From an optimization exercise on the open Yosys and OpenROAD flow, aimed at small area and a short achievable clock period; shortcuts taken in it are not production practice.
The RTL was checked by simulation tests, not by an equivalence proof against the original design.
No driver is modelled on the clock port, so clocking that relies on it looks cheaper here than on a real chip.

[flow/flow/run.sh]
#!/bin/bash
# The standard layout with two changes:
#  - the ports get the smallest buffer (buf_1) instead of the default one;
#  - after clock tree synthesis, flops inside the pipeline whose incoming paths are
#    tighter than their outgoing ones get one clock buffer of delay (useful skew between
#    internal registers only; flops fed by the inputs and the valid chain are left alone).
# Each tool's output goes to a log of its own in this folder.
set -euo pipefail
export BUFFER_PORTS_ARGS="-buffer_cell sky130_fd_sc_hd__buf_1"
bash standard.sh synth > synth.log 2>&1
bash standard.sh cts > place_cts.log 2>&1
R=orfs/results/sky130hd/qft3_top/base
PLATFORM_DIR="$FLOW_HOME/platforms/sky130hd" IN_ODB=$R/4_cts.odb IN_SDC=$R/4_cts.sdc OUT_ODB=$R/4_cts.odb \
  SKEW_DELTA=0.08 SKEW_BUF=sky130_fd_sc_hd__clkbuf_1 SKEW_BELOW=1.8 \
  SKEW_IO_PATTERNS='*_h2_*_t_d1* v_q*' \
  openroad -no_init -exit flow/skew.tcl > skew.log 2>&1
bash standard.sh finish > route_finish.log 2>&1
[flow/flow/skew.tcl]
# Useful skew for the internal register-to-register paths: give a flop whose incoming
# paths are tighter than its outgoing ones a small clock delay (one buffer on its clock
# pin). Flops that capture from input ports or launch to output ports are left alone.
set plat $::env(PLATFORM_DIR)
read_lef $plat/lef/sky130_fd_sc_hd.tlef
read_lef $plat/lef/sky130_fd_sc_hd_merged.lef
read_liberty $plat/lib/sky130_fd_sc_hd__tt_025C_1v80.lib
read_db $::env(IN_ODB)
read_sdc $::env(IN_SDC)
source $plat/setRC.tcl
set_propagated_clock [all_clocks]
estimate_parasitics -placement
puts "before: worst slack [format %.3f [sta::worst_slack -max]] hold [format %.3f [sta::worst_slack -min]]"
set delta $::env(SKEW_DELTA)
set bufm $::env(SKEW_BUF)
set block [ord::get_db_block]
set master [[ord::get_db] findMaster $bufm]
# flops next to the ports
# (by name: the first stage's sums, the output stage and the valid chain)
set io_pat $::env(SKEW_IO_PATTERNS)
set chosen {}
foreach reg [all_registers -edge_triggered -cells] {
  set n [get_full_name $reg]
  set skip 0
  foreach p $io_pat { if {[string match $p $n]} { set skip 1 } }
  if {$skip} continue
  set d [get_pins -of_objects $reg -filter "name==D"]
  set q [get_pins -of_objects $reg -filter "name==Q"]
  if {$d eq "" || $q eq ""} continue
  set sin [get_property $d slack_max]
  set sout [get_property $q slack_max]
  if {$sin + $delta < $sout - $delta && $sin < $::env(SKEW_BELOW)} { lappend chosen [sta::sta_to_db_inst $reg] }
}
puts "flops to delay: [llength $chosen]"
set k 0
foreach inst $chosen {
  set ck [$inst findITerm CLK]
  set cnet [$ck getNet]
  set b [odb::dbInst_create $block $master "skewbuf_$k"]
  set net [odb::dbNet_create $block "skewclk_$k"]
  $net setSigType CLOCK
  $ck disconnect
  $ck connect $net
  [$b findITerm A] connect $cnet
  [$b findITerm X] connect $net
  set loc [$inst getLocation]
  $b setLocation [lindex $loc 0] [lindex $loc 1]
  $b setPlacementStatus PLACED
  incr k
}
global_connect
detailed_placement
check_placement
estimate_parasitics -placement
puts "after: worst slack [format %.3f [sta::worst_slack -max]] hold [format %.3f [sta::worst_slack -min]]"
if {[info exists ::env(OUT_ODB)]} { write_db $::env(OUT_ODB) }
[flow/standard.sh]
#!/bin/bash
# synth_recipe.tcl (not shown) runs the flow's synth.tcl, then flattens the netlist and writes it again
# the make line also repeats each setting of config.mk as NAME=value (left out here)
make -C /OpenROAD-flow-scripts/flow DESIGN_CONFIG=/design/flow/config.mk WORK_HOME=/design/flow/orfs CLKGATE_MAP_FILE= SYNTH_SCRIPT=/design/flow/synth_recipe.tcl "${@:-finish}"
[flow/config.mk]
export PLATFORM = sky130hd
export DESIGN_NAME = qft3_top
export DESIGN_NICKNAME = qft3_top
export VERILOG_FILES = /design/flow/design.v
export SDC_FILE = /design/flow/constraint.sdc
export NUM_CORES = 4
export LEC_CHECK = 0
export CAP_MARGIN = 20
export CORE_MARGIN = 2
export CORE_UTILIZATION = 40
export CTS_CLUSTER_DIAMETER = 150
export CTS_CLUSTER_SIZE = 24
export SETUP_SLACK_MARGIN = 1.5
export SLEW_MARGIN = 20
[flow/constraint.sdc]
create_clock -name core_clock -period 4.0 [get_ports {clk}]
set_input_delay 0.8000 -clock core_clock [delete_from_list [all_inputs] [get_ports {clk}]]
set_output_delay 0.8000 -clock core_clock [all_outputs]
set_load 0.01 [all_outputs]
[flow/design.v]
package qft_pkg;
    localparam int AMP_W = 8;
endpackage
`timescale 1ns/1ps
module qft_add9
(
    input  logic [8:0] a,
    input  logic [8:0] b,
    input  logic       k,
    output logic [8:0] t
);
    assign t = a + b + 9'(k);
endmodule
module qft_pre
#(
    parameter bit NEG = 1'b0
) (
    input  logic [8:0]  t,
    output logic [11:0] s2,
    output logic [11:0] c2,
    output logic        hi,
    output logic        lo,
    output logic        m80
);
    logic [11:0] u, x2, x3, s1, c1;
    logic        ge187, le_m187;
    assign u  = {{3{t[8]}}, t};
    if (NEG) begin : g_neg
        assign x2 = {u[9:0], 2'b00};
        assign x3 = {~u[7:0], 4'b1111};
    end else begin : g_pos
        assign x2 = {u[10:0], 1'b0};
        assign x3 = {u[8:0], 3'b000};
    end
    assign s1 = u ^ x2 ^ x3;
    assign c1 = {((u[10:0] & x2[10:0]) | (x3[10:0] & (u[10:0] ^ x2[10:0]))), NEG};
    assign s2 = s1;
    assign c2 = c1;
    assign ge187   = ~t[8] & t[7] & (t[6] | (t[5] & t[4] & t[3] & (t[2] | (t[1] & t[0]))));
    assign le_m187 =  t[8] & ~t[7] & (~t[6] | (~t[5] & ~t[4] & ~t[3] & (~t[2] | ~t[1])));
    assign hi = NEG ? le_m187 : ge187;
    assign lo = NEG ? ge187 : le_m187;
    assign m80 = lo | (t[8:1] == 8'hA3);
endmodule
module qft_post
(
    input  logic [11:0] s2,
    input  logic [11:0] c2,
    input  logic        hi,
    input  logic        lo,
    output logic [7:0]  y
);
    logic [11:0] p;
    assign p = s2 + c2;
    assign y = hi ? 8'h7f : (lo ? 8'h80 : p[11:4]);
endmodule
module qft_scale
#(
    parameter bit NEG = 1'b0
) (
    input  logic [8:0] t,
    output logic [7:0] y,
    output logic       m80
);
    logic [11:0] s2, c2;
    logic        hi, lo;
    qft_pre #(.NEG(NEG)) u_pre (.t(t), .s2(s2), .c2(c2), .hi(hi), .lo(lo), .m80(m80));
    qft_post u_post (.s2(s2), .c2(c2), .hi(hi), .lo(lo), .y(y));
endmodule
module qft_bfly
#(
    parameter bit NEG = 1'b0
) (
    input  logic [8:0] a,
    input  logic [8:0] b,
    input  logic       k,
    output logic [7:0] y,
    output logic       m80
);
    logic [8:0] t;
    qft_add9 u_add (.a(a), .b(b), .k(k), .t(t));
    qft_scale #(.NEG(NEG)) u_scale (.t(t), .y(y), .m80(m80));
endmodule
`timescale 1ns/1ps
module qft3_top
(
    input  logic        clk,
    input  logic        rst_n,
    input  logic        valid_i,
    input  logic [63:0] re_i,
    input  logic [63:0] im_i,
    output logic        valid_o,
    output logic [63:0] re_o,
    output logic [63:0] im_o
);
    logic [7:0] v_q;
    always_ff @(posedge clk or negedge rst_n) begin
        if (!rst_n) v_q <= '0;
        else        v_q <= {v_q[6:0], valid_i};
    end
    assign valid_o = v_q[7];
    logic [7:0] x_re0, x_im0;
    logic [7:0] x_re1, x_im1;
    logic [7:0] x_re2, x_im2;
    logic [7:0] x_re3, x_im3;
    logic [7:0] x_re4, x_im4;
    logic [7:0] x_re5, x_im5;
    logic [7:0] x_re6, x_im6;
    logic [7:0] x_re7, x_im7;
    logic [7:0] u1_h2_re0;
    logic       u1_h2_re0_m80;
    logic [8:0] u1_h2_re0_t;
    logic [7:0] u2_h2_im0;
    logic       u2_h2_im0_m80;
    logic [8:0] u2_h2_im0_t;
    logic [7:0] u3_h2_re4;
    logic       u3_h2_re4_m80;
    logic [8:0] u3_h2_re4_t;
    logic [7:0] u4_h2_im4;
    logic       u4_h2_im4_m80;
    logic [8:0] u4_h2_im4_t;
    logic [7:0] u5_h2_re1;
    logic       u5_h2_re1_m80;
    logic [8:0] u5_h2_re1_t;
    logic [7:0] u6_h2_im1;
    logic       u6_h2_im1_m80;
    logic [8:0] u6_h2_im1_t;
    logic [7:0] u7_h2_re5;
    logic       u7_h2_re5_m80;
    logic [8:0] u7_h2_re5_t;
    logic [7:0] u8_h2_im5;
    logic       u8_h2_im5_m80;
    logic [8:0] u8_h2_im5_t;
    logic [7:0] u9_h2_re2;
    logic       u9_h2_re2_m80;
    logic [8:0] u9_h2_re2_t;
    logic [7:0] u10_h2_im2;
    logic       u10_h2_im2_m80;
    logic [8:0] u10_h2_im2_t;
    logic [7:0] u11_h2_re6;
    logic       u11_h2_re6_m80;
    logic [8:0] u11_h2_re6_t;
    logic [7:0] u12_h2_im6;
    logic       u12_h2_im6_m80;
    logic [8:0] u12_h2_im6_t;
    logic [7:0] u13_h2_re3;
    logic       u13_h2_re3_m80;
    logic [8:0] u13_h2_re3_t;
    logic [7:0] u14_h2_im3;
    logic       u14_h2_im3_m80;
    logic [8:0] u14_h2_im3_t;
    logic [7:0] u15_h2_re7;
    logic       u15_h2_re7_m80;
    logic [8:0] u15_h2_re7_t;
    logic [7:0] u16_h2_im7;
    logic       u16_h2_im7_m80;
    logic [8:0] u16_h2_im7_t;
    logic [7:0] u17_cp_re5;
    logic       u17_cp_re5_m80;
    logic [8:0] u17_cp_re5_t;
    logic [7:0] u18_cp_im5;
    logic       u18_cp_im5_m80;
    logic [8:0] u18_cp_im5_t;
    logic [7:0] u19_cp_re7;
    logic       u19_cp_re7_m80;
    logic [8:0] u19_cp_re7_t;
    logic [7:0] u20_cp_im7;
    logic       u20_cp_im7_m80;
    logic [8:0] u20_cp_im7_t;
    logic [7:0] u21_h1_re0;
    logic       u21_h1_re0_m80;
    logic [8:0] u21_h1_re0_t;
    logic [7:0] u22_h1_im0;
    logic       u22_h1_im0_m80;
    logic [8:0] u22_h1_im0_t;
    logic [7:0] u23_h1_re2;
    logic       u23_h1_re2_m80;
    logic [8:0] u23_h1_re2_t;
    logic [7:0] u24_h1_im2;
    logic       u24_h1_im2_m80;
    logic [8:0] u24_h1_im2_t;
    logic [7:0] u25_h1_re1;
    logic       u25_h1_re1_m80;
    logic [8:0] u25_h1_re1_t;
    logic [7:0] u26_h1_im1;
    logic       u26_h1_im1_m80;
    logic [8:0] u26_h1_im1_t;
    logic [7:0] u27_h1_re3;
    logic       u27_h1_re3_m80;
    logic [8:0] u27_h1_re3_t;
    logic [7:0] u28_h1_im3;
    logic       u28_h1_im3_m80;
    logic [8:0] u28_h1_im3_t;
    logic [7:0] u29_h1_re4;
    logic       u29_h1_re4_m80;
    logic [8:0] u29_h1_re4_t;
    logic [7:0] u30_h1_im4;
    logic       u30_h1_im4_m80;
    logic [8:0] u30_h1_im4_t;
    logic [7:0] u31_h1_re6;
    logic       u31_h1_re6_m80;
    logic [8:0] u31_h1_re6_t;
    logic [7:0] u32_h1_im6;
    logic       u32_h1_im6_m80;
    logic [8:0] u32_h1_im6_t;
    logic [7:0] u33_h1_re5;
    logic       u33_h1_re5_m80;
    logic [8:0] u33_h1_re5_t;
    logic [7:0] u34_h1_im5;
    logic       u34_h1_im5_m80;
    logic [8:0] u34_h1_im5_t;
    logic [7:0] u35_h1_re7;
    logic       u35_h1_re7_m80;
    logic [8:0] u35_h1_re7_t;
    logic [7:0] u36_h1_im7;
    logic       u36_h1_im7_m80;
    logic [8:0] u36_h1_im7_t;
    logic [7:0] u37_h0_re0;
    logic       u37_h0_re0_m80;
    logic [8:0] u37_h0_re0_t;
    logic [7:0] u38_h0_im0;
    logic       u38_h0_im0_m80;
    logic [8:0] u38_h0_im0_t;
    logic [7:0] u39_h0_re1;
    logic       u39_h0_re1_m80;
    logic [8:0] u39_h0_re1_t;
    logic [7:0] u40_h0_im1;
    logic       u40_h0_im1_m80;
    logic [8:0] u40_h0_im1_t;
    logic [7:0] u41_h0_re2;
    logic       u41_h0_re2_m80;
    logic [8:0] u41_h0_re2_t;
    logic [7:0] u42_h0_im2;
    logic       u42_h0_im2_m80;
    logic [8:0] u42_h0_im2_t;
    logic [7:0] u43_h0_re3;
    logic       u43_h0_re3_m80;
    logic [8:0] u43_h0_re3_t;
    logic [7:0] u44_h0_im3;
    logic       u44_h0_im3_m80;
    logic [8:0] u44_h0_im3_t;
    logic [7:0] u45_h0_re4;
    logic       u45_h0_re4_m80;
    logic [8:0] u45_h0_re4_t;
    logic [7:0] u46_h0_im4;
    logic       u46_h0_im4_m80;
    logic [8:0] u46_h0_im4_t;
    logic [7:0] u47_h0_re5;
    logic       u47_h0_re5_m80;
    logic [8:0] u47_h0_re5_t;
    logic [7:0] u48_h0_im5;
    logic       u48_h0_im5_m80;
    logic [8:0] u48_h0_im5_t;
    logic [7:0] u49_h0_re6;
    logic       u49_h0_re6_m80;
    logic [8:0] u49_h0_re6_t;
    logic [7:0] u50_h0_im6;
    logic       u50_h0_im6_m80;
    logic [8:0] u50_h0_im6_t;
    logic [7:0] u51_h0_re7;
    logic       u51_h0_re7_m80;
    logic [8:0] u51_h0_re7_t;
    logic [7:0] u52_h0_im7;
    logic       u52_h0_im7_m80;
    logic [8:0] u52_h0_im7_t;
    logic [8:0] u1_h2_re0_t_d1;
    logic [8:0] u2_h2_im0_t_d1;
    logic [8:0] u3_h2_re4_t_d1;
    logic [8:0] u4_h2_im4_t_d1;
    logic [8:0] u5_h2_re1_t_d1;
    logic [8:0] u6_h2_im1_t_d1;
    logic [8:0] u7_h2_re5_t_d1;
    logic [8:0] u8_h2_im5_t_d1;
    logic [8:0] u9_h2_re2_t_d1;
    logic [8:0] u10_h2_im2_t_d1;
    logic [8:0] u11_h2_re6_t_d1;
    logic [8:0] u12_h2_im6_t_d1;
    logic [8:0] u13_h2_re3_t_d1;
    logic [8:0] u14_h2_im3_t_d1;
    logic [8:0] u15_h2_re7_t_d1;
    logic [8:0] u16_h2_im7_t_d1;
    logic [7:0] u7_h2_re5_d2;
    logic [7:0] u8_h2_im5_d2;
    logic [8:0] u17_cp_re5_t_d3;
    logic [8:0] u18_cp_im5_t_d3;
    logic [7:0] u16_h2_im7_d2;
    logic       u16_h2_im7_m80_d2;
    logic [7:0] u15_h2_re7_d2;
    logic [8:0] u19_cp_re7_t_d3;
    logic [8:0] u20_cp_im7_t_d3;
    logic [7:0] u1_h2_re0_d2;
    logic [7:0] u1_h2_re0_d3;
    logic [7:0] u1_h2_re0_d4;
    logic [7:0] u9_h2_re2_d2;
    logic [7:0] u9_h2_re2_d3;
    logic [7:0] u9_h2_re2_d4;
    logic [8:0] u21_h1_re0_t_d5;
    logic [7:0] u2_h2_im0_d2;
    logic [7:0] u2_h2_im0_d3;
    logic [7:0] u2_h2_im0_d4;
    logic [7:0] u10_h2_im2_d2;
    logic [7:0] u10_h2_im2_d3;
    logic [7:0] u10_h2_im2_d4;
    logic [8:0] u22_h1_im0_t_d5;
    logic [8:0] u23_h1_re2_t_d5;
    logic [8:0] u24_h1_im2_t_d5;
    logic [7:0] u5_h2_re1_d2;
    logic [7:0] u5_h2_re1_d3;
    logic [7:0] u5_h2_re1_d4;
    logic [7:0] u13_h2_re3_d2;
    logic [7:0] u13_h2_re3_d3;
    logic [7:0] u13_h2_re3_d4;
    logic [8:0] u25_h1_re1_t_d5;
    logic [7:0] u6_h2_im1_d2;
    logic [7:0] u6_h2_im1_d3;
    logic [7:0] u6_h2_im1_d4;
    logic [7:0] u14_h2_im3_d2;
    logic [7:0] u14_h2_im3_d3;
    logic [7:0] u14_h2_im3_d4;
    logic [8:0] u26_h1_im1_t_d5;
    logic [8:0] u27_h1_re3_t_d5;
    logic [8:0] u28_h1_im3_t_d5;
    logic [7:0] u3_h2_re4_d2;
    logic [7:0] u3_h2_re4_d3;
    logic [7:0] u3_h2_re4_d4;
    logic [7:0] u12_h2_im6_d2;
    logic [7:0] u12_h2_im6_d3;
    logic [7:0] u12_h2_im6_d4;
    logic       u12_h2_im6_m80_d2;
    logic       u12_h2_im6_m80_d3;
    logic       u12_h2_im6_m80_d4;
    logic [8:0] u29_h1_re4_t_d5;
    logic [7:0] u4_h2_im4_d2;
    logic [7:0] u4_h2_im4_d3;
    logic [7:0] u4_h2_im4_d4;
    logic [7:0] u11_h2_re6_d2;
    logic [7:0] u11_h2_re6_d3;
    logic [7:0] u11_h2_re6_d4;
    logic [8:0] u30_h1_im4_t_d5;
    logic [8:0] u31_h1_re6_t_d5;
    logic [8:0] u32_h1_im6_t_d5;
    logic [7:0] u17_cp_re5_d4;
    logic [7:0] u19_cp_re7_d4;
    logic [8:0] u33_h1_re5_t_d5;
    logic [7:0] u18_cp_im5_d4;
    logic [7:0] u20_cp_im7_d4;
    logic [8:0] u34_h1_im5_t_d5;
    logic [8:0] u35_h1_re7_t_d5;
    logic [8:0] u36_h1_im7_t_d5;
    logic [7:0] u21_h1_re0_d6;
    logic [7:0] u25_h1_re1_d6;
    logic [8:0] u37_h0_re0_t_d7;
    logic [7:0] u22_h1_im0_d6;
    logic [7:0] u26_h1_im1_d6;
    logic [8:0] u38_h0_im0_t_d7;
    logic [8:0] u39_h0_re1_t_d7;
    logic [8:0] u40_h0_im1_t_d7;
    logic [7:0] u23_h1_re2_d6;
    logic [7:0] u28_h1_im3_d6;
    logic       u28_h1_im3_m80_d6;
    logic [8:0] u41_h0_re2_t_d7;
    logic [7:0] u24_h1_im2_d6;
    logic [7:0] u27_h1_re3_d6;
    logic [8:0] u42_h0_im2_t_d7;
    logic [8:0] u43_h0_re3_t_d7;
    logic [8:0] u44_h0_im3_t_d7;
    logic [7:0] u29_h1_re4_d6;
    logic [7:0] u33_h1_re5_d6;
    logic [8:0] u45_h0_re4_t_d7;
    logic [7:0] u30_h1_im4_d6;
    logic [7:0] u34_h1_im5_d6;
    logic [8:0] u46_h0_im4_t_d7;
    logic [8:0] u47_h0_re5_t_d7;
    logic [8:0] u48_h0_im5_t_d7;
    logic [7:0] u31_h1_re6_d6;
    logic [7:0] u36_h1_im7_d6;
    logic       u36_h1_im7_m80_d6;
    logic [8:0] u49_h0_re6_t_d7;
    logic [7:0] u32_h1_im6_d6;
    logic [7:0] u35_h1_re7_d6;
    logic [8:0] u50_h0_im6_t_d7;
    logic [8:0] u51_h0_re7_t_d7;
    logic [8:0] u52_h0_im7_t_d7;
    logic [7:0] u37_h0_re0_d8;
    logic [7:0] u38_h0_im0_d8;
    logic [7:0] u45_h0_re4_d8;
    logic [7:0] u46_h0_im4_d8;
    logic [7:0] u41_h0_re2_d8;
    logic [7:0] u42_h0_im2_d8;
    logic [7:0] u49_h0_re6_d8;
    logic [7:0] u50_h0_im6_d8;
    logic [7:0] u39_h0_re1_d8;
    logic [7:0] u40_h0_im1_d8;
    logic [7:0] u47_h0_re5_d8;
    logic [7:0] u48_h0_im5_d8;
    logic [7:0] u43_h0_re3_d8;
    logic [7:0] u44_h0_im3_d8;
    logic [7:0] u51_h0_re7_d8;
    logic [7:0] u52_h0_im7_d8;
    assign x_re0 = re_i[7:0];
    assign x_im0 = im_i[7:0];
    assign x_re1 = re_i[15:8];
    assign x_im1 = im_i[15:8];
    assign x_re2 = re_i[23:16];
    assign x_im2 = im_i[23:16];
    assign x_re3 = re_i[31:24];
    assign x_im3 = im_i[31:24];
    assign x_re4 = re_i[39:32];
    assign x_im4 = im_i[39:32];
    assign x_re5 = re_i[47:40];
    assign x_im5 = im_i[47:40];
    assign x_re6 = re_i[55:48];
    assign x_im6 = im_i[55:48];
    assign x_re7 = re_i[63:56];
    assign x_im7 = im_i[63:56];
    qft_add9 u_u1_h2_re0_a (.a({x_re0[7], x_re0}), .b({x_re4[7], x_re4}), .k(1'b0), .t(u1_h2_re0_t));
    qft_scale #(.NEG(0)) u_u1_h2_re0_s (.t(u1_h2_re0_t_d1), .y(u1_h2_re0), .m80(u1_h2_re0_m80));
    qft_add9 u_u2_h2_im0_a (.a({x_im0[7], x_im0}), .b({x_im4[7], x_im4}), .k(1'b0), .t(u2_h2_im0_t));
    qft_scale #(.NEG(0)) u_u2_h2_im0_s (.t(u2_h2_im0_t_d1), .y(u2_h2_im0), .m80(u2_h2_im0_m80));
    qft_add9 u_u3_h2_re4_a (.a({x_re0[7], x_re0}), .b(~{x_re4[7], x_re4}), .k(1'b1), .t(u3_h2_re4_t));
    qft_scale #(.NEG(0)) u_u3_h2_re4_s (.t(u3_h2_re4_t_d1), .y(u3_h2_re4), .m80(u3_h2_re4_m80));
    qft_add9 u_u4_h2_im4_a (.a({x_im0[7], x_im0}), .b(~{x_im4[7], x_im4}), .k(1'b1), .t(u4_h2_im4_t));
    qft_scale #(.NEG(0)) u_u4_h2_im4_s (.t(u4_h2_im4_t_d1), .y(u4_h2_im4), .m80(u4_h2_im4_m80));
    qft_add9 u_u5_h2_re1_a (.a({x_re1[7], x_re1}), .b({x_re5[7], x_re5}), .k(1'b0), .t(u5_h2_re1_t));
    qft_scale #(.NEG(0)) u_u5_h2_re1_s (.t(u5_h2_re1_t_d1), .y(u5_h2_re1), .m80(u5_h2_re1_m80));
    qft_add9 u_u6_h2_im1_a (.a({x_im1[7], x_im1}), .b({x_im5[7], x_im5}), .k(1'b0), .t(u6_h2_im1_t));
    qft_scale #(.NEG(0)) u_u6_h2_im1_s (.t(u6_h2_im1_t_d1), .y(u6_h2_im1), .m80(u6_h2_im1_m80));
    qft_add9 u_u7_h2_re5_a (.a({x_re1[7], x_re1}), .b(~{x_re5[7], x_re5}), .k(1'b1), .t(u7_h2_re5_t));
    qft_scale #(.NEG(0)) u_u7_h2_re5_s (.t(u7_h2_re5_t_d1), .y(u7_h2_re5), .m80(u7_h2_re5_m80));
    qft_add9 u_u8_h2_im5_a (.a({x_im1[7], x_im1}), .b(~{x_im5[7], x_im5}), .k(1'b1), .t(u8_h2_im5_t));
    qft_scale #(.NEG(0)) u_u8_h2_im5_s (.t(u8_h2_im5_t_d1), .y(u8_h2_im5), .m80(u8_h2_im5_m80));
    qft_add9 u_u9_h2_re2_a (.a({x_re2[7], x_re2}), .b({x_re6[7], x_re6}), .k(1'b0), .t(u9_h2_re2_t));
    qft_scale #(.NEG(0)) u_u9_h2_re2_s (.t(u9_h2_re2_t_d1), .y(u9_h2_re2), .m80(u9_h2_re2_m80));
    qft_add9 u_u10_h2_im2_a (.a({x_im2[7], x_im2}), .b({x_im6[7], x_im6}), .k(1'b0), .t(u10_h2_im2_t));
    qft_scale #(.NEG(0)) u_u10_h2_im2_s (.t(u10_h2_im2_t_d1), .y(u10_h2_im2), .m80(u10_h2_im2_m80));
    qft_add9 u_u11_h2_re6_a (.a({x_re2[7], x_re2}), .b(~{x_re6[7], x_re6}), .k(1'b1), .t(u11_h2_re6_t));
    qft_scale #(.NEG(0)) u_u11_h2_re6_s (.t(u11_h2_re6_t_d1), .y(u11_h2_re6), .m80(u11_h2_re6_m80));
    qft_add9 u_u12_h2_im6_a (.a({x_im2[7], x_im2}), .b(~{x_im6[7], x_im6}), .k(1'b1), .t(u12_h2_im6_t));
    qft_scale #(.NEG(0)) u_u12_h2_im6_s (.t(u12_h2_im6_t_d1), .y(u12_h2_im6), .m80(u12_h2_im6_m80));
    qft_add9 u_u13_h2_re3_a (.a({x_re3[7], x_re3}), .b({x_re7[7], x_re7}), .k(1'b0), .t(u13_h2_re3_t));
    qft_scale #(.NEG(0)) u_u13_h2_re3_s (.t(u13_h2_re3_t_d1), .y(u13_h2_re3), .m80(u13_h2_re3_m80));
    qft_add9 u_u14_h2_im3_a (.a({x_im3[7], x_im3}), .b({x_im7[7], x_im7}), .k(1'b0), .t(u14_h2_im3_t));
    qft_scale #(.NEG(0)) u_u14_h2_im3_s (.t(u14_h2_im3_t_d1), .y(u14_h2_im3), .m80(u14_h2_im3_m80));
    qft_add9 u_u15_h2_re7_a (.a({x_re3[7], x_re3}), .b(~{x_re7[7], x_re7}), .k(1'b1), .t(u15_h2_re7_t));
    qft_scale #(.NEG(0)) u_u15_h2_re7_s (.t(u15_h2_re7_t_d1), .y(u15_h2_re7), .m80(u15_h2_re7_m80));
    qft_add9 u_u16_h2_im7_a (.a({x_im3[7], x_im3}), .b(~{x_im7[7], x_im7}), .k(1'b1), .t(u16_h2_im7_t));
    qft_scale #(.NEG(0)) u_u16_h2_im7_s (.t(u16_h2_im7_t_d1), .y(u16_h2_im7), .m80(u16_h2_im7_m80));
    qft_add9 u_u17_cp_re5_a (.a({u7_h2_re5_d2[7], u7_h2_re5_d2}), .b(~{u8_h2_im5_d2[7], u8_h2_im5_d2}), .k(1'b1), .t(u17_cp_re5_t));
    qft_scale #(.NEG(0)) u_u17_cp_re5_s (.t(u17_cp_re5_t_d3), .y(u17_cp_re5), .m80(u17_cp_re5_m80));
    qft_add9 u_u18_cp_im5_a (.a({u7_h2_re5_d2[7], u7_h2_re5_d2}), .b({u8_h2_im5_d2[7], u8_h2_im5_d2}), .k(1'b0), .t(u18_cp_im5_t));
    qft_scale #(.NEG(0)) u_u18_cp_im5_s (.t(u18_cp_im5_t_d3), .y(u18_cp_im5), .m80(u18_cp_im5_m80));
    qft_add9 u_u19_cp_re7_a (.a({u16_h2_im7_d2[7], u16_h2_im7_d2}), .b({u15_h2_re7_d2[7], u15_h2_re7_d2}), .k(u16_h2_im7_m80_d2), .t(u19_cp_re7_t));
    qft_scale #(.NEG(1)) u_u19_cp_re7_s (.t(u19_cp_re7_t_d3), .y(u19_cp_re7), .m80(u19_cp_re7_m80));
    qft_add9 u_u20_cp_im7_a (.a(~{u16_h2_im7_d2[7], u16_h2_im7_d2}), .b({u15_h2_re7_d2[7], u15_h2_re7_d2}), .k(~u16_h2_im7_m80_d2), .t(u20_cp_im7_t));
    qft_scale #(.NEG(0)) u_u20_cp_im7_s (.t(u20_cp_im7_t_d3), .y(u20_cp_im7), .m80(u20_cp_im7_m80));
    qft_add9 u_u21_h1_re0_a (.a({u1_h2_re0_d4[7], u1_h2_re0_d4}), .b({u9_h2_re2_d4[7], u9_h2_re2_d4}), .k(1'b0), .t(u21_h1_re0_t));
    qft_scale #(.NEG(0)) u_u21_h1_re0_s (.t(u21_h1_re0_t_d5), .y(u21_h1_re0), .m80(u21_h1_re0_m80));
    qft_add9 u_u22_h1_im0_a (.a({u2_h2_im0_d4[7], u2_h2_im0_d4}), .b({u10_h2_im2_d4[7], u10_h2_im2_d4}), .k(1'b0), .t(u22_h1_im0_t));
    qft_scale #(.NEG(0)) u_u22_h1_im0_s (.t(u22_h1_im0_t_d5), .y(u22_h1_im0), .m80(u22_h1_im0_m80));
    qft_add9 u_u23_h1_re2_a (.a({u1_h2_re0_d4[7], u1_h2_re0_d4}), .b(~{u9_h2_re2_d4[7], u9_h2_re2_d4}), .k(1'b1), .t(u23_h1_re2_t));
    qft_scale #(.NEG(0)) u_u23_h1_re2_s (.t(u23_h1_re2_t_d5), .y(u23_h1_re2), .m80(u23_h1_re2_m80));
    qft_add9 u_u24_h1_im2_a (.a({u2_h2_im0_d4[7], u2_h2_im0_d4}), .b(~{u10_h2_im2_d4[7], u10_h2_im2_d4}), .k(1'b1), .t(u24_h1_im2_t));
    qft_scale #(.NEG(0)) u_u24_h1_im2_s (.t(u24_h1_im2_t_d5), .y(u24_h1_im2), .m80(u24_h1_im2_m80));
    qft_add9 u_u25_h1_re1_a (.a({u5_h2_re1_d4[7], u5_h2_re1_d4}), .b({u13_h2_re3_d4[7], u13_h2_re3_d4}), .k(1'b0), .t(u25_h1_re1_t));
    qft_scale #(.NEG(0)) u_u25_h1_re1_s (.t(u25_h1_re1_t_d5), .y(u25_h1_re1), .m80(u25_h1_re1_m80));
    qft_add9 u_u26_h1_im1_a (.a({u6_h2_im1_d4[7], u6_h2_im1_d4}), .b({u14_h2_im3_d4[7], u14_h2_im3_d4}), .k(1'b0), .t(u26_h1_im1_t));
    qft_scale #(.NEG(0)) u_u26_h1_im1_s (.t(u26_h1_im1_t_d5), .y(u26_h1_im1), .m80(u26_h1_im1_m80));
    qft_add9 u_u27_h1_re3_a (.a({u5_h2_re1_d4[7], u5_h2_re1_d4}), .b(~{u13_h2_re3_d4[7], u13_h2_re3_d4}), .k(1'b1), .t(u27_h1_re3_t));
    qft_scale #(.NEG(0)) u_u27_h1_re3_s (.t(u27_h1_re3_t_d5), .y(u27_h1_re3), .m80(u27_h1_re3_m80));
    qft_add9 u_u28_h1_im3_a (.a({u6_h2_im1_d4[7], u6_h2_im1_d4}), .b(~{u14_h2_im3_d4[7], u14_h2_im3_d4}), .k(1'b1), .t(u28_h1_im3_t));
    qft_scale #(.NEG(0)) u_u28_h1_im3_s (.t(u28_h1_im3_t_d5), .y(u28_h1_im3), .m80(u28_h1_im3_m80));
    qft_add9 u_u29_h1_re4_a (.a({u3_h2_re4_d4[7], u3_h2_re4_d4}), .b(~{u12_h2_im6_d4[7], u12_h2_im6_d4}), .k(~u12_h2_im6_m80_d4), .t(u29_h1_re4_t));
    qft_scale #(.NEG(0)) u_u29_h1_re4_s (.t(u29_h1_re4_t_d5), .y(u29_h1_re4), .m80(u29_h1_re4_m80));
    qft_add9 u_u30_h1_im4_a (.a({u4_h2_im4_d4[7], u4_h2_im4_d4}), .b({u11_h2_re6_d4[7], u11_h2_re6_d4}), .k(1'b0), .t(u30_h1_im4_t));
    qft_scale #(.NEG(0)) u_u30_h1_im4_s (.t(u30_h1_im4_t_d5), .y(u30_h1_im4), .m80(u30_h1_im4_m80));
    qft_add9 u_u31_h1_re6_a (.a({u3_h2_re4_d4[7], u3_h2_re4_d4}), .b({u12_h2_im6_d4[7], u12_h2_im6_d4}), .k(u12_h2_im6_m80_d4), .t(u31_h1_re6_t));
    qft_scale #(.NEG(0)) u_u31_h1_re6_s (.t(u31_h1_re6_t_d5), .y(u31_h1_re6), .m80(u31_h1_re6_m80));
    qft_add9 u_u32_h1_im6_a (.a({u4_h2_im4_d4[7], u4_h2_im4_d4}), .b(~{u11_h2_re6_d4[7], u11_h2_re6_d4}), .k(1'b1), .t(u32_h1_im6_t));
    qft_scale #(.NEG(0)) u_u32_h1_im6_s (.t(u32_h1_im6_t_d5), .y(u32_h1_im6), .m80(u32_h1_im6_m80));
    qft_add9 u_u33_h1_re5_a (.a({u17_cp_re5_d4[7], u17_cp_re5_d4}), .b({u19_cp_re7_d4[7], u19_cp_re7_d4}), .k(1'b0), .t(u33_h1_re5_t));
    qft_scale #(.NEG(0)) u_u33_h1_re5_s (.t(u33_h1_re5_t_d5), .y(u33_h1_re5), .m80(u33_h1_re5_m80));
    qft_add9 u_u34_h1_im5_a (.a({u18_cp_im5_d4[7], u18_cp_im5_d4}), .b({u20_cp_im7_d4[7], u20_cp_im7_d4}), .k(1'b0), .t(u34_h1_im5_t));
    qft_scale #(.NEG(0)) u_u34_h1_im5_s (.t(u34_h1_im5_t_d5), .y(u34_h1_im5), .m80(u34_h1_im5_m80));
    qft_add9 u_u35_h1_re7_a (.a({u17_cp_re5_d4[7], u17_cp_re5_d4}), .b(~{u19_cp_re7_d4[7], u19_cp_re7_d4}), .k(1'b1), .t(u35_h1_re7_t));
    qft_scale #(.NEG(0)) u_u35_h1_re7_s (.t(u35_h1_re7_t_d5), .y(u35_h1_re7), .m80(u35_h1_re7_m80));
    qft_add9 u_u36_h1_im7_a (.a({u18_cp_im5_d4[7], u18_cp_im5_d4}), .b(~{u20_cp_im7_d4[7], u20_cp_im7_d4}), .k(1'b1), .t(u36_h1_im7_t));
    qft_scale #(.NEG(0)) u_u36_h1_im7_s (.t(u36_h1_im7_t_d5), .y(u36_h1_im7), .m80(u36_h1_im7_m80));
    qft_add9 u_u37_h0_re0_a (.a({u21_h1_re0_d6[7], u21_h1_re0_d6}), .b({u25_h1_re1_d6[7], u25_h1_re1_d6}), .k(1'b0), .t(u37_h0_re0_t));
    qft_scale #(.NEG(0)) u_u37_h0_re0_s (.t(u37_h0_re0_t_d7), .y(u37_h0_re0), .m80(u37_h0_re0_m80));
    qft_add9 u_u38_h0_im0_a (.a({u22_h1_im0_d6[7], u22_h1_im0_d6}), .b({u26_h1_im1_d6[7], u26_h1_im1_d6}), .k(1'b0), .t(u38_h0_im0_t));
    qft_scale #(.NEG(0)) u_u38_h0_im0_s (.t(u38_h0_im0_t_d7), .y(u38_h0_im0), .m80(u38_h0_im0_m80));
    qft_add9 u_u39_h0_re1_a (.a({u21_h1_re0_d6[7], u21_h1_re0_d6}), .b(~{u25_h1_re1_d6[7], u25_h1_re1_d6}), .k(1'b1), .t(u39_h0_re1_t));
    qft_scale #(.NEG(0)) u_u39_h0_re1_s (.t(u39_h0_re1_t_d7), .y(u39_h0_re1), .m80(u39_h0_re1_m80));
    qft_add9 u_u40_h0_im1_a (.a({u22_h1_im0_d6[7], u22_h1_im0_d6}), .b(~{u26_h1_im1_d6[7], u26_h1_im1_d6}), .k(1'b1), .t(u40_h0_im1_t));
    qft_scale #(.NEG(0)) u_u40_h0_im1_s (.t(u40_h0_im1_t_d7), .y(u40_h0_im1), .m80(u40_h0_im1_m80));
    qft_add9 u_u41_h0_re2_a (.a({u23_h1_re2_d6[7], u23_h1_re2_d6}), .b(~{u28_h1_im3_d6[7], u28_h1_im3_d6}), .k(~u28_h1_im3_m80_d6), .t(u41_h0_re2_t));
    qft_scale #(.NEG(0)) u_u41_h0_re2_s (.t(u41_h0_re2_t_d7), .y(u41_h0_re2), .m80(u41_h0_re2_m80));
    qft_add9 u_u42_h0_im2_a (.a({u24_h1_im2_d6[7], u24_h1_im2_d6}), .b({u27_h1_re3_d6[7], u27_h1_re3_d6}), .k(1'b0), .t(u42_h0_im2_t));
    qft_scale #(.NEG(0)) u_u42_h0_im2_s (.t(u42_h0_im2_t_d7), .y(u42_h0_im2), .m80(u42_h0_im2_m80));
    qft_add9 u_u43_h0_re3_a (.a({u23_h1_re2_d6[7], u23_h1_re2_d6}), .b({u28_h1_im3_d6[7], u28_h1_im3_d6}), .k(u28_h1_im3_m80_d6), .t(u43_h0_re3_t));
    qft_scale #(.NEG(0)) u_u43_h0_re3_s (.t(u43_h0_re3_t_d7), .y(u43_h0_re3), .m80(u43_h0_re3_m80));
    qft_add9 u_u44_h0_im3_a (.a({u24_h1_im2_d6[7], u24_h1_im2_d6}), .b(~{u27_h1_re3_d6[7], u27_h1_re3_d6}), .k(1'b1), .t(u44_h0_im3_t));
    qft_scale #(.NEG(0)) u_u44_h0_im3_s (.t(u44_h0_im3_t_d7), .y(u44_h0_im3), .m80(u44_h0_im3_m80));
    qft_add9 u_u45_h0_re4_a (.a({u29_h1_re4_d6[7], u29_h1_re4_d6}), .b({u33_h1_re5_d6[7], u33_h1_re5_d6}), .k(1'b0), .t(u45_h0_re4_t));
    qft_scale #(.NEG(0)) u_u45_h0_re4_s (.t(u45_h0_re4_t_d7), .y(u45_h0_re4), .m80(u45_h0_re4_m80));
    qft_add9 u_u46_h0_im4_a (.a({u30_h1_im4_d6[7], u30_h1_im4_d6}), .b({u34_h1_im5_d6[7], u34_h1_im5_d6}), .k(1'b0), .t(u46_h0_im4_t));
    qft_scale #(.NEG(0)) u_u46_h0_im4_s (.t(u46_h0_im4_t_d7), .y(u46_h0_im4), .m80(u46_h0_im4_m80));
    qft_add9 u_u47_h0_re5_a (.a({u29_h1_re4_d6[7], u29_h1_re4_d6}), .b(~{u33_h1_re5_d6[7], u33_h1_re5_d6}), .k(1'b1), .t(u47_h0_re5_t));
    qft_scale #(.NEG(0)) u_u47_h0_re5_s (.t(u47_h0_re5_t_d7), .y(u47_h0_re5), .m80(u47_h0_re5_m80));
    qft_add9 u_u48_h0_im5_a (.a({u30_h1_im4_d6[7], u30_h1_im4_d6}), .b(~{u34_h1_im5_d6[7], u34_h1_im5_d6}), .k(1'b1), .t(u48_h0_im5_t));
    qft_scale #(.NEG(0)) u_u48_h0_im5_s (.t(u48_h0_im5_t_d7), .y(u48_h0_im5), .m80(u48_h0_im5_m80));
    qft_add9 u_u49_h0_re6_a (.a({u31_h1_re6_d6[7], u31_h1_re6_d6}), .b(~{u36_h1_im7_d6[7], u36_h1_im7_d6}), .k(~u36_h1_im7_m80_d6), .t(u49_h0_re6_t));
    qft_scale #(.NEG(0)) u_u49_h0_re6_s (.t(u49_h0_re6_t_d7), .y(u49_h0_re6), .m80(u49_h0_re6_m80));
    qft_add9 u_u50_h0_im6_a (.a({u32_h1_im6_d6[7], u32_h1_im6_d6}), .b({u35_h1_re7_d6[7], u35_h1_re7_d6}), .k(1'b0), .t(u50_h0_im6_t));
    qft_scale #(.NEG(0)) u_u50_h0_im6_s (.t(u50_h0_im6_t_d7), .y(u50_h0_im6), .m80(u50_h0_im6_m80));
    qft_add9 u_u51_h0_re7_a (.a({u31_h1_re6_d6[7], u31_h1_re6_d6}), .b({u36_h1_im7_d6[7], u36_h1_im7_d6}), .k(u36_h1_im7_m80_d6), .t(u51_h0_re7_t));
    qft_scale #(.NEG(0)) u_u51_h0_re7_s (.t(u51_h0_re7_t_d7), .y(u51_h0_re7), .m80(u51_h0_re7_m80));
    qft_add9 u_u52_h0_im7_a (.a({u32_h1_im6_d6[7], u32_h1_im6_d6}), .b(~{u35_h1_re7_d6[7], u35_h1_re7_d6}), .k(1'b1), .t(u52_h0_im7_t));
    qft_scale #(.NEG(0)) u_u52_h0_im7_s (.t(u52_h0_im7_t_d7), .y(u52_h0_im7), .m80(u52_h0_im7_m80));
    assign re_o[7:0] = u37_h0_re0_d8;
    assign im_o[7:0] = u38_h0_im0_d8;
    assign re_o[15:8] = u45_h0_re4_d8;
    assign im_o[15:8] = u46_h0_im4_d8;
    assign re_o[23:16] = u41_h0_re2_d8;
    assign im_o[23:16] = u42_h0_im2_d8;
    assign re_o[31:24] = u49_h0_re6_d8;
    assign im_o[31:24] = u50_h0_im6_d8;
    assign re_o[39:32] = u39_h0_re1_d8;
    assign im_o[39:32] = u40_h0_im1_d8;
    assign re_o[47:40] = u47_h0_re5_d8;
    assign im_o[47:40] = u48_h0_im5_d8;
    assign re_o[55:48] = u43_h0_re3_d8;
    assign im_o[55:48] = u44_h0_im3_d8;
    assign re_o[63:56] = u51_h0_re7_d8;
    assign im_o[63:56] = u52_h0_im7_d8;
    always_ff @(posedge clk) begin
        u1_h2_re0_t_d1 <= u1_h2_re0_t;
        u2_h2_im0_t_d1 <= u2_h2_im0_t;
        u3_h2_re4_t_d1 <= u3_h2_re4_t;
        u4_h2_im4_t_d1 <= u4_h2_im4_t;
        u5_h2_re1_t_d1 <= u5_h2_re1_t;
        u6_h2_im1_t_d1 <= u6_h2_im1_t;
        u7_h2_re5_t_d1 <= u7_h2_re5_t;
        u8_h2_im5_t_d1 <= u8_h2_im5_t;
        u9_h2_re2_t_d1 <= u9_h2_re2_t;
        u10_h2_im2_t_d1 <= u10_h2_im2_t;
        u11_h2_re6_t_d1 <= u11_h2_re6_t;
        u12_h2_im6_t_d1 <= u12_h2_im6_t;
        u13_h2_re3_t_d1 <= u13_h2_re3_t;
        u14_h2_im3_t_d1 <= u14_h2_im3_t;
        u15_h2_re7_t_d1 <= u15_h2_re7_t;
        u16_h2_im7_t_d1 <= u16_h2_im7_t;
        u7_h2_re5_d2 <= u7_h2_re5;
        u8_h2_im5_d2 <= u8_h2_im5;
        u17_cp_re5_t_d3 <= u17_cp_re5_t;
        u18_cp_im5_t_d3 <= u18_cp_im5_t;
        u16_h2_im7_d2 <= u16_h2_im7;
        u16_h2_im7_m80_d2 <= u16_h2_im7_m80;
        u15_h2_re7_d2 <= u15_h2_re7;
        u19_cp_re7_t_d3 <= u19_cp_re7_t;
        u20_cp_im7_t_d3 <= u20_cp_im7_t;
        u1_h2_re0_d2 <= u1_h2_re0;
        u1_h2_re0_d3 <= u1_h2_re0_d2;
        u1_h2_re0_d4 <= u1_h2_re0_d3;
        u9_h2_re2_d2 <= u9_h2_re2;
        u9_h2_re2_d3 <= u9_h2_re2_d2;
        u9_h2_re2_d4 <= u9_h2_re2_d3;
        u21_h1_re0_t_d5 <= u21_h1_re0_t;
        u2_h2_im0_d2 <= u2_h2_im0;
        u2_h2_im0_d3 <= u2_h2_im0_d2;
        u2_h2_im0_d4 <= u2_h2_im0_d3;
        u10_h2_im2_d2 <= u10_h2_im2;
        u10_h2_im2_d3 <= u10_h2_im2_d2;
        u10_h2_im2_d4 <= u10_h2_im2_d3;
        u22_h1_im0_t_d5 <= u22_h1_im0_t;
        u23_h1_re2_t_d5 <= u23_h1_re2_t;
        u24_h1_im2_t_d5 <= u24_h1_im2_t;
        u5_h2_re1_d2 <= u5_h2_re1;
        u5_h2_re1_d3 <= u5_h2_re1_d2;
        u5_h2_re1_d4 <= u5_h2_re1_d3;
        u13_h2_re3_d2 <= u13_h2_re3;
        u13_h2_re3_d3 <= u13_h2_re3_d2;
        u13_h2_re3_d4 <= u13_h2_re3_d3;
        u25_h1_re1_t_d5 <= u25_h1_re1_t;
        u6_h2_im1_d2 <= u6_h2_im1;
        u6_h2_im1_d3 <= u6_h2_im1_d2;
        u6_h2_im1_d4 <= u6_h2_im1_d3;
        u14_h2_im3_d2 <= u14_h2_im3;
        u14_h2_im3_d3 <= u14_h2_im3_d2;
        u14_h2_im3_d4 <= u14_h2_im3_d3;
        u26_h1_im1_t_d5 <= u26_h1_im1_t;
        u27_h1_re3_t_d5 <= u27_h1_re3_t;
        u28_h1_im3_t_d5 <= u28_h1_im3_t;
        u3_h2_re4_d2 <= u3_h2_re4;
        u3_h2_re4_d3 <= u3_h2_re4_d2;
        u3_h2_re4_d4 <= u3_h2_re4_d3;
        u12_h2_im6_d2 <= u12_h2_im6;
        u12_h2_im6_d3 <= u12_h2_im6_d2;
        u12_h2_im6_d4 <= u12_h2_im6_d3;
        u12_h2_im6_m80_d2 <= u12_h2_im6_m80;
        u12_h2_im6_m80_d3 <= u12_h2_im6_m80_d2;
        u12_h2_im6_m80_d4 <= u12_h2_im6_m80_d3;
        u29_h1_re4_t_d5 <= u29_h1_re4_t;
        u4_h2_im4_d2 <= u4_h2_im4;
        u4_h2_im4_d3 <= u4_h2_im4_d2;
        u4_h2_im4_d4 <= u4_h2_im4_d3;
        u11_h2_re6_d2 <= u11_h2_re6;
        u11_h2_re6_d3 <= u11_h2_re6_d2;
        u11_h2_re6_d4 <= u11_h2_re6_d3;
        u30_h1_im4_t_d5 <= u30_h1_im4_t;
        u31_h1_re6_t_d5 <= u31_h1_re6_t;
        u32_h1_im6_t_d5 <= u32_h1_im6_t;
        u17_cp_re5_d4 <= u17_cp_re5;
        u19_cp_re7_d4 <= u19_cp_re7;
        u33_h1_re5_t_d5 <= u33_h1_re5_t;
        u18_cp_im5_d4 <= u18_cp_im5;
        u20_cp_im7_d4 <= u20_cp_im7;
        u34_h1_im5_t_d5 <= u34_h1_im5_t;
        u35_h1_re7_t_d5 <= u35_h1_re7_t;
        u36_h1_im7_t_d5 <= u36_h1_im7_t;
        u21_h1_re0_d6 <= u21_h1_re0;
        u25_h1_re1_d6 <= u25_h1_re1;
        u37_h0_re0_t_d7 <= u37_h0_re0_t;
        u22_h1_im0_d6 <= u22_h1_im0;
        u26_h1_im1_d6 <= u26_h1_im1;
        u38_h0_im0_t_d7 <= u38_h0_im0_t;
        u39_h0_re1_t_d7 <= u39_h0_re1_t;
        u40_h0_im1_t_d7 <= u40_h0_im1_t;
        u23_h1_re2_d6 <= u23_h1_re2;
        u28_h1_im3_d6 <= u28_h1_im3;
        u28_h1_im3_m80_d6 <= u28_h1_im3_m80;
        u41_h0_re2_t_d7 <= u41_h0_re2_t;
        u24_h1_im2_d6 <= u24_h1_im2;
        u27_h1_re3_d6 <= u27_h1_re3;
        u42_h0_im2_t_d7 <= u42_h0_im2_t;
        u43_h0_re3_t_d7 <= u43_h0_re3_t;
        u44_h0_im3_t_d7 <= u44_h0_im3_t;
        u29_h1_re4_d6 <= u29_h1_re4;
        u33_h1_re5_d6 <= u33_h1_re5;
        u45_h0_re4_t_d7 <= u45_h0_re4_t;
        u30_h1_im4_d6 <= u30_h1_im4;
        u34_h1_im5_d6 <= u34_h1_im5;
        u46_h0_im4_t_d7 <= u46_h0_im4_t;
        u47_h0_re5_t_d7 <= u47_h0_re5_t;
        u48_h0_im5_t_d7 <= u48_h0_im5_t;
        u31_h1_re6_d6 <= u31_h1_re6;
        u36_h1_im7_d6 <= u36_h1_im7;
        u36_h1_im7_m80_d6 <= u36_h1_im7_m80;
        u49_h0_re6_t_d7 <= u49_h0_re6_t;
        u32_h1_im6_d6 <= u32_h1_im6;
        u35_h1_re7_d6 <= u35_h1_re7;
        u50_h0_im6_t_d7 <= u50_h0_im6_t;
        u51_h0_re7_t_d7 <= u51_h0_re7_t;
        u52_h0_im7_t_d7 <= u52_h0_im7_t;
        u37_h0_re0_d8 <= u37_h0_re0;
        u38_h0_im0_d8 <= u38_h0_im0;
        u45_h0_re4_d8 <= u45_h0_re4;
        u46_h0_im4_d8 <= u46_h0_im4;
        u41_h0_re2_d8 <= u41_h0_re2;
        u42_h0_im2_d8 <= u42_h0_im2;
        u49_h0_re6_d8 <= u49_h0_re6;
        u50_h0_im6_d8 <= u50_h0_im6;
        u39_h0_re1_d8 <= u39_h0_re1;
        u40_h0_im1_d8 <= u40_h0_im1;
        u47_h0_re5_d8 <= u47_h0_re5;
        u48_h0_im5_d8 <= u48_h0_im5;
        u43_h0_re3_d8 <= u43_h0_re3;
        u44_h0_im3_d8 <= u44_h0_im3;
        u51_h0_re7_d8 <= u51_h0_re7;
        u52_h0_im7_d8 <= u52_h0_im7;
    end
endmodule
==> flow_metrics.env, run 1 <==
export IMPL_gp_congestion=0.852
export IMPL_hold_violations=0
export IMPL_hpwl_mm=108
export IMPL_drt_first_pass_iters=5
export IMPL_overflow=0
export IMPL_die_w_um=412
export IMPL_clock_fmax_ghz=0.414
export IMPL_cts_buffers=50
export IMPL_dieArea_sq_um=170000
export IMPL_drt_antenna_violating_nets=0
export IMPL_synth_area_leader_cell="dfxtp_1"
export IMPL_criticalPathCategory="reg2reg"
export IMPL_relSlewSlack=0.270
export IMPL_async_flop_share=0.00749
export IMPL_setup_violations_final=0
export IMPL_outcome="timing/DRC/antenna clean"
export IMPL_postSynthAreaPerCell_sq_um=10.0
export IMPL_rsz0062_at_grt="yes"
export IMPL_core_sq_um=165000
export IMPL_cts_max_level=2
export IMPL_track_usage=0.154
export IMPL_clock_latency_ps=790
export IMPL_num_antenna_cells=0
export IMPL_syn_cell_area_sq_um=66600
export IMPL_synthTopCellsByCount="ha_1, dfxtp_1, inv_1"
export IMPL_yosys_warnings=1
export IMPL_viasPerCell=4.84
export IMPL_synth_top_area_frac=0.319
export IMPL_synth_cells=6653
export IMPL_grt_pass1_vias=44500
export IMPL_wl_per_cell_um=14.0
export IMPL_die_h_um=412
export IMPL_antenna_found_initial=3
export IMPL_endpoint_kind="flop"
export IMPL_fin_skew_ps=138
export IMPL_post_cts_buffers=0
export IMPL_io_buffers=259
export IMPL_cp_max_fo=6
export IMPL_hp_class="in2reg"
export IMPL_clkTransAtPathRegs_ps=90
export IMPL_ys_seq_area_frac=0.322
export IMPL_start_kind="flop"
export IMPL_nets=8795
export IMPL_drt_total_wl_mm=131
export IMPL_synth_most_common_cell="ha_1"
export IMPL_ys_top_cells_by_area="dfxtp_1, ha_1, fa_1"
export IMPL_cts_tree="yes"
export IMPL_clock_path_buffers=3
export IMPL_numClockSinks=1068
export IMPL_row_count=149
export IMPL_synth_edf_count=0
export IMPL_drive_gt1_frac=0.0448
export IMPL_first_iter_violations=1833
export IMPL_whs_ps=221
export IMPL_pin_count=260
export IMPL_multi_input_area_sq_um=42500
export IMPL_finalSetupTns_ps=0
export IMPL_synth_ff_type="dfxtp_1"
export IMPL_num_vias=45400
export IMPL_drv_slew=0
export IMPL_yosys_cell_types_count=62
export IMPL_period_share=0.603
export IMPL_regArea_sq_um=21700
export IMPL_cap_viol_max_count=0
export IMPL_drc=0
export IMPL_area_growth_synth_to_final_pct=9.57
export IMPL_cp_required_ps=4660
export IMPL_worstMarginPinSlew_ps=1090
export IMPL_grt_max_degree=26
export IMPL_period_needed_ps=2410
export IMPL_initial_core_util=0.403
export IMPL_grt_pass1_wl_mm=220
export IMPL_arrival_ps=3070
export IMPL_ys_ff_latch=1068
export IMPL_fill_cells=16000
export IMPL_syn_num_nets=8251
export IMPL_root_buffer="clkbuf_16"
-- cell usage in the layout (no fill, tap or decap), drive strengths merged, types with 78 or more instances in the layout --
| cell | netlist | final |
|---|---|---|
| inv | 726 | 727 |
| fa | 372 | 372 |
| ha | 1095 | 1095 |
| o21ai | 572 | 572 |
| o21bai | 116 | 116 |
| nor2 | 335 | 335 |
| clkbuf | 31 | 331 |
| buf | 13 | 261 |
| xnor2 | 354 | 354 |
| nand2b | 78 | 78 |
| nor2b | 129 | 129 |
| a21oi | 429 | 429 |
| nand2 | 248 | 248 |
| dfxtp | 1060 | 1060 |
| xor2 | 258 | 258 |
-- critical path: stages, from the launching register on --
cell and delay [ps]:
dfxtp_2 390, fa_1 550, ha_1 220, a41o_1 270, and2_1 200, a31o_2 290
o22ai_2 160, nor2_1 60, o31a_1 270
-- path summary, 6_finish.rpt --
check	from	to	slack [ps]	depth (start not counted)
max in group asynchronous	rst_n	v_q[3]	3170	2
max	u18_cp_im5_t_d3[0]	u17_cp_re5_d4[7]	1590	8
min reg2reg	u12_h2_im6_d3[0]	u12_h2_im6_d4[0]	300	0
min	valid_i	v_q[0]	220	1
min in group asynchronous	rst_n	v_q[6]	540	2
max reg2reg	u18_cp_im5_t_d3[0]	u17_cp_re5_d4[7]	1590	8
-- kinds of logic after synthesis --
kind of cell,share of synthesized area
xor gates and xnor gates,0.0805
adders and majority gates,0.317
AOI/OAI and AO/OA,0.163
buffers and inverters,0.0434
DFF,0.322
and+or+nand+nor,0.0744
-- layout make-up --
class                           instances  share of cell area
Buffer                                274              0.0141
Clock buffer                           57              0.0187
Clock inverter                          1            0.000120
Inverter                              726              0.0373
Multi-Input combinational cell       4815               0.582
Sequential cell                      1068               0.297
Tap cell                             2189              0.0375
Timing Repair Buffer                  262              0.0137
-- through the flow --
step	cells	setup slack, ps	area (sq um)	utilization
after detailed placement	9059	1330	70200	0.425
after global placement	9059	1380	70200	0.425
final	9392	1590	73000	0.442
after CTS	9118	1500	71700	0.434
after floorplan	6653	1570	66600	-
after global routing	9392	1480	73000	0.442
-- metal layers --
layer | GRT usage | vias to the layer above | share of wire
li1 | - | 23700 | -
met1 | 0.216 | 21200 | 0.50
met2 | 0.255 | 465 | 0.45
met3 | 0.0175 | 102 | 0.030
met4 | 0.0268 | 0 | 0.015
met5 | 0 | - | 0
-- what timing repair did --
| item | CTS | global route |
|---|---|---|
| endpoints found under the hold margin | 8 | 0 |
| endpoints found under the setup margin | 81 | 75 |
| gates resized for setup | 107 | 108 |
| pin swaps | 1 | 5 |
| cloned | 0 | 0 |
| hold buffers | 1 | 0 |
==> inputs of run 2 (changes only) <==
--- a/flow/config.mk
+++ b/flow/config.mk
@@ -10,5 +10,5 @@
 export CORE_UTILIZATION = 40
 export CTS_CLUSTER_DIAMETER = 150
 export CTS_CLUSTER_SIZE = 24
-export SETUP_SLACK_MARGIN = 1.5
+export SETUP_SLACK_MARGIN = 1.6
 export SLEW_MARGIN = 20
==> run 2 against run 1 <==
Global-route usage grew 0.15 points. Worst hold slack worse by 6.1 ps. Via count is 0.86% higher. Utilization increased by 0.60 points. Synthesized cell count did not move. Critical path depth grew 1. Maximum frequency up 4.0%. Register-to-register slack better by 90 ps. Non-clock buffer count grew 8. Routed wire length rose by 1.9%.
==> flow_metrics.env, run 2 <==
export IMPL_outcome="timing/DRC/antenna clean"
export IMPL_synthTopCellsByCount="ha_1, dfxtp_1, inv_1"
export IMPL_grt_max_degree=26
export IMPL_viasPerCell=4.88
export IMPL_final_cell_mix="ha_1, dfxtp_1, inv_1"
export IMPL_grt_pass1_wl_mm=221
export IMPL_overflow=0
export IMPL_nets=8803
export IMPL_hpwl_mm=108
export IMPL_finalSetupTns_ps=0
export IMPL_rsz0062_at_grt="yes"
export IMPL_clock_path_buffers=3
export IMPL_synth_top_area_frac=0.319
export IMPL_endpoint_kind="flop"
export IMPL_drc=0
export IMPL_worst_slack_ps=1680
export IMPL_cp_max_fo=5
export IMPL_num_vias=45800
export IMPL_cap_viol_max_count=0
export IMPL_rrSetupSlack_ps=1680
export IMPL_syn_cell_area_sq_um=66600
export IMPL_period_share=0.580
export IMPL_drv_slew=0
export IMPL_final_common_cell="ha_1"
export IMPL_drt_total_wl_mm=134
export IMPL_row_count=149
export IMPL_start_kind="flop"
export IMPL_worstMarginPinSlew_ps=798
export IMPL_cp_required_ps=4670
export IMPL_io_buffers=259
export IMPL_cts_tree="yes"
export IMPL_final_cell_area_sq_um=74000
export IMPL_criticalPathCategory="reg2reg"
export IMPL_synth_area_leader_cell="dfxtp_1"
export IMPL_crit_path_end="u19_cp_re7_d4[6]"
export IMPL_numClockSinks=1068
export IMPL_core_sq_um=165000
export IMPL_yosys_cell_types_count=62
export IMPL_postSynthAreaPerCell_sq_um=10.0
export IMPL_root_buffer="clkbuf_16"
export IMPL_clkTransAtPathRegs_ps=100
export IMPL_relSlewSlack=0.467
export IMPL_wl_per_cell_um=14.3
export IMPL_crit_chain="inv_1 > fa_1 > ha_1 > a21oi_2 > nor2_1 > a211oi_1 > o31ai_1 > xnor2_1 > o21ai_1"
export IMPL_ys_seq_area_frac=0.322
export IMPL_slowest_stage="fa_1"
export IMPL_dieArea_sq_um=170000
export IMPL_die_h_um=412
export IMPL_fin_cells=9400
export IMPL_finalCoreUtilization=0.448
export IMPL_area_growth_synth_to_final_pct=11.1
export IMPL_hold_violations=0
export IMPL_hp_class="in2reg"
export IMPL_drt_first_pass_iters=5
export IMPL_cts_buffers=50
export IMPL_ys_top_cells_by_area="dfxtp_1, ha_1, fa_1"
export IMPL_synth_ff_type="dfxtp_1"
export IMPL_clock_fmax_ghz=0.431
export IMPL_synth_most_common_cell="ha_1"
export IMPL_pin_count=260
export IMPL_postPlaceCellArea_sq_um=70200
export IMPL_initial_core_util=0.403
export IMPL_cts_max_level=2
export IMPL_arrival_ps=2990
export IMPL_reg2reg_to="u19_cp_re7_d4[6]"
export IMPL_async_flop_share=0.00749
export IMPL_multi_input_area_sq_um=43000
export IMPL_track_usage=0.155
export IMPL_regArea_sq_um=21900
export IMPL_setup_violations_final=0
export IMPL_gp_congestion=0.860
export IMPL_antenna_found_initial=6
export IMPL_synth_cells=6653
export IMPL_first_iter_violations=1816
export IMPL_syn_num_nets=8251
export IMPL_fin_skew_ps=114
export IMPL_drive_gt1_frac=0.0723
export IMPL_fill_cells=15900
export IMPL_placed_cells=9062
export IMPL_drt_antenna_violating_nets=0
export IMPL_yosys_warnings=1
export IMPL_die_w_um=412
export IMPL_rr_worst_depth=9
export IMPL_timing_rr_start="u19_cp_re7_t_d3[3]"
export IMPL_max_stage_delay_ps=460
export IMPL_clock_latency_ps=790
export IMPL_crit_start="u19_cp_re7_t_d3[3]"
export IMPL_ys_ff_latch=1068
export IMPL_dpl_worst_slack_ps=1290
export IMPL_period_needed_ps=2320
export IMPL_synth_edf_count=0
export IMPL_grt_pass1_vias=44700
## run 2: area by class of cell
class                           count  share of cell area
Buffer                            225              0.0114
Clock inverter                      4            0.000676
Tap cell                         2189              0.0370
Inverter                          726              0.0368
Clock buffer                       51              0.0170
Antenna cell                        3            0.000101
Timing Repair Buffer              319              0.0193
Sequential cell                  1068               0.296
Multi-Input combinational cell   4815               0.582
## run 2: worst max-delay path, delay by kind of cell (launching register included)
family	cells	cell delay (ps)
xor gates and xnor gates	1	140
AOI/OAI and AO/OA	4	730
adders and majority gates	2	850
DFF	1	420
buffers and inverters	1	120
and+or+nand+nor	1	60
## run 2: per-layer routing
layer	GRT usage	share of wire	vias to the layer above
li1	-	-	23700
met1	0.214	0.50	21500
met2	0.256	0.45	470
met3	0.0206	0.030	124
met4	0.0363	0.023	8
met5	0	0.00038	-
## run 2: kinds of logic (layout without fill, tap and decap cells)
logic type | count (synthesis) | in the layout | synth area share
fa+ha+maj | 1467 | 1467 | 0.317
buf+inv | 770 | 1325 | 0.0434
other cells | 0 | 3 | 0
xor+xnor | 612 | 612 | 0.0805
compound gates | 1701 | 1701 | 0.163
flops | 1068 | 1068 | 0.322
simple gates | 1035 | 1035 | 0.0744
## run 2: repair_timing
item,CTS,global route
pin swaps,56,38
hold endpoints to repair,8,0
hold buffers,1,0
setup buffers,37,17
setup endpoints to repair,165,107
gates resized for setup,315,126
## run 2: stage by stage
stage / hold slack [ps]
after global placement: 311
after detailed placement: 312
after floorplan: 310
after global routing: 167
final: 215
after CTS: 153
## run 2: how the worst min path moves through the flow
stage | slack [ps] | end | depth (start not counted) | start
floorplan | 310 | u10_h2_im2_d3[0] | 0 | u10_h2_im2_d2[0]
global placement | 310 | u10_h2_im2_d3[2] | 0 | u10_h2_im2_d2[2]
detailed placement | 310 | u10_h2_im2_d3[0] | 0 | u10_h2_im2_d2[0]
CTS | 150 | v_q[0] | 1 | valid_i
global route | 170 | v_q[0] | 1 | valid_i
finish | 220 | v_q[0] | 1 | valid_i

## static timing again, ports no longer ideal
Ports are ideal in the flow. The routed layouts listed here were re-timed in OpenROAD.
Step 1 sets driving cells, clkbuf_16 on the clock port and buf_2 on the other inputs (assumed; they add their load-dependent delay and slew).
Step 2 times the ports against the registers' clock, not the clock port: input delays grow and output delays shrink by t, the midpoint of the rising clock arrivals with the driver on.
a / b / c = ideal / step 1 / step 2; a / b = the first two.
| run | t, ns | slack for setup (ns) | worst setup path at the end | latest minus earliest clock arrival (ns) | slew at the worst register clock pin (ns) |
|---|---|---|---|---|---|
| run 1 | 0.789 | 1.587 / 1.587 / 1.275 | input to register | 0.145 / 0.145 | 0.10 / 0.10 |
| run 2 | 0.805 | 1.680 / 1.680 / 1.323 | input to register | 0.130 / 0.129 | 0.11 / 0.11 |
After both steps setup and hold are still met in every run listed. The setup slack of run 2, which loses most, moves by 0.000 ns with the drivers and by -0.357 ns with both steps.
